Context: an optimization exercise on an open-source flow, tuned for small area, a short achievable clock period and few clock cycles per item. The choices shown serve that exercise and are no tape-out recipe.
Function was checked by simulation only, so behaviour that the tests miss may differ from the original.

// siso_maxlog
module siso_maxlog #(
  parameter int W      = 8,
  parameter int AW     = 12,
  parameter int N      = 64,
  parameter int ADDR_W = $clog2(N)
) (
  input  logic                 clk_p_i,
  input  logic                 reset_n_i,
  input  logic                 in_valid_i,
  output logic                 in_ready_o,
  input  logic signed [W-1:0]  sys_i,
  input  logic signed [W-1:0]  par_i,
  input  logic signed [W-1:0]  apr_i,
  output logic                 out_valid_o,
  input  logic                 out_ready_i,
  output logic signed [W-1:0]  ext_o,
  output logic [ADDR_W-1:0]    out_idx_o,
  output logic                 out_last_o,
  output logic                 busy_o
);
For scale: about 7300 cells after synthesis, about 46 I/O pins, about 97000 um^2 of cells after synthesis.
==> flow/config.mk <==
export PLATFORM = sky130hd
export DESIGN_NAME = siso_maxlog
export DESIGN_NICKNAME = siso_maxlog
export VERILOG_FILES = /design/flow/design.v
export SDC_FILE = /design/flow/constraint.sdc
export NUM_CORES = 4
export LEC_CHECK = 0
export CAP_MARGIN = 20
export CORE_MARGIN = 2
export CORE_UTILIZATION = 40
export CTS_CLUSTER_DIAMETER = 80
export CTS_CLUSTER_SIZE = 30
export SLEW_MARGIN = 20
==> flow/constraint.sdc <==
create_clock -name core_clock -period 28.0 [get_ports {clk_p_i}]
set_input_delay 5.6000 -clock core_clock [delete_from_list [all_inputs] [get_ports {clk_p_i}]]
set_output_delay 5.6000 -clock core_clock [all_outputs]
set_load 0.01 [all_outputs]
standard.sh (not shown) runs the stock make flow with config.mk's settings and CLKGATE_MAP_FILE= SYNTH_SCRIPT=/design/flow/synth_recipe.tcl, a recipe that flattens the netlist after the stock synthesis.
==> flow/flow/run.sh <==
#!/bin/bash
# Layout: the standard flow (standard synthesis, floorplan, placement, CTS, routing) with two
# changes to how cells are chosen and placed; neither changes the design, its registers, its
# clock tree rules or its constraints.
# * The port buffers are sky130_fd_sc_hd__buf_4 instead of the cell buffer_ports picks by default.
#   Every port still gets its own buffer.
# * Before detailed placement, flow/pre_dp.tcl moves each output port's buffer next to the cell
#   that drives it; detailed placement then legalizes as usual.
# The full output of the flow goes to flow_standard.log; ORFS keeps each step's log under orfs/logs.
set -euo pipefail
bash standard.sh "BUFFER_PORTS_ARGS=-buffer_cell sky130_fd_sc_hd__buf_4" \
  "PRE_DETAIL_PLACE_TCL=$PWD/flow/pre_dp.tcl" finish > flow_standard.log 2>&1
==> flow/flow/pre_dp.tcl <==
# Runs before detailed placement (ORFS PRE_DETAIL_PLACE_TCL hook). Each output port has its own
# buffer; place that buffer next to the cell that drives it, so that the strong port buffer,
# rather than the driving register, drives the wire to the pin. Detailed placement then
# legalizes the cells as usual.
set block [ord::get_db_block]
foreach bterm [$block getBTerms] {
  if {[$bterm getIoType] != "OUTPUT"} { continue }
  set pnet [$bterm getNet]
  if {$pnet == "NULL"} { continue }
  foreach it [$pnet getITerms] {
    if {![$it isOutputSignal]} { continue }
    set buf [$it getInst]
    foreach bi [$buf getITerms] {
      if {![$bi isInputSignal]} { continue }
      set n2 [$bi getNet]
      if {$n2 == "NULL"} { continue }
      foreach it2 [$n2 getITerms] {
        if {![$it2 isOutputSignal]} { continue }
        set drv [$it2 getInst]
        set loc [$drv getLocation]
        puts "pre_dp: [$buf getName] to [$drv getName] at $loc"
        $buf setLocation [lindex $loc 0] [lindex $loc 1]
      }
    }
  }
}
The baseline completed without violations.
Testbench counts at the start, summed over its fixed seeds: cycles 8,736, items 8,192.
Edit:
--- a/flow/design.v
+++ b/flow/design.v
@@ -469,27 +469,27 @@
       end
     end
   end
   always_ff @(posedge clk_p_i) begin
     if (head_free) oh <= (q_n != 2'd0) ? q[q_rp] : r_ent;
     if (b2_v) q[q_wp] <= r_ent;           
   end
   assign out_valid_o = ov;
   assign ext_o       = oh;
-  assign out_idx_o   = oidx;
+  assign out_idx_o   = ~oidx;
   assign out_last_o  = olast;
-  always_ff @(posedge clk_p_i) begin
-    if (used == 3'd0) begin
-      oidx  <= b_act ? ~kb : 6'd63;
-      olast <= b_act && (kb == 6'd63);
+  always_ff @(posedge clk_p_i or negedge reset_n_i) begin
+    if (!reset_n_i) begin
+      oidx  <= 6'd0;
+      olast <= 1'b0;
     end else if (pop) begin
-      oidx  <= oidx - 6'd1;
-      olast <= (oidx == 6'd1);
+      oidx  <= oidx + 6'd1;
+      olast <= (oidx == 6'd62);
     end
   end
   logic [5:0] in_cnt;
   logic [7:0] owed;
   logic       bsy;
   logic       acc;
   logic [5:0] in_cnt_n;
   logic [7:0] owed_n;
   assign acc = in_valid_i && in_rdy_q;
=>
- die area stays flat
- via count falls slightly
- design area fell slightly
- critical path depth grows by 1
- routed wire length drops slightly
- worst setup slack gets worse by 0.060 ns
- cell count goes down slightly
Testbench counts after the change, summed over its fixed seeds: cycles 8,736, items 8,192.

port drivers added, routing unchanged:
How much do the figures lean on ideal ports? The routed layouts below were timed once more, with nothing changed but the port constraints.
Step 1: set_driving_cell puts a clkbuf_16 on clk_p_i and a buf_2 on each other input, an assumption about the parent block.
Step 2, shift: input delay + t, output delay - t, t = (earliest + latest rising clock arrival at the registers) / 2. This alone moves slack from input paths to output paths.
Slacks: ideal ports / drivers / drivers and shift; pairs: ideal ports / drivers.
run | shift t [ns] | slack for setup (ns) | cell pins on the clock port's net
the first run | 0.873 | 20.934 / 20.844 / 20.274 | 1
the second run | 0.887 | 20.874 / 20.784 / 20.415 | 1
After both steps every run listed still meets setup and hold. The setup slack of the first run, which loses most, moves by -0.090 ns with the drivers and by -0.660 ns with both steps.
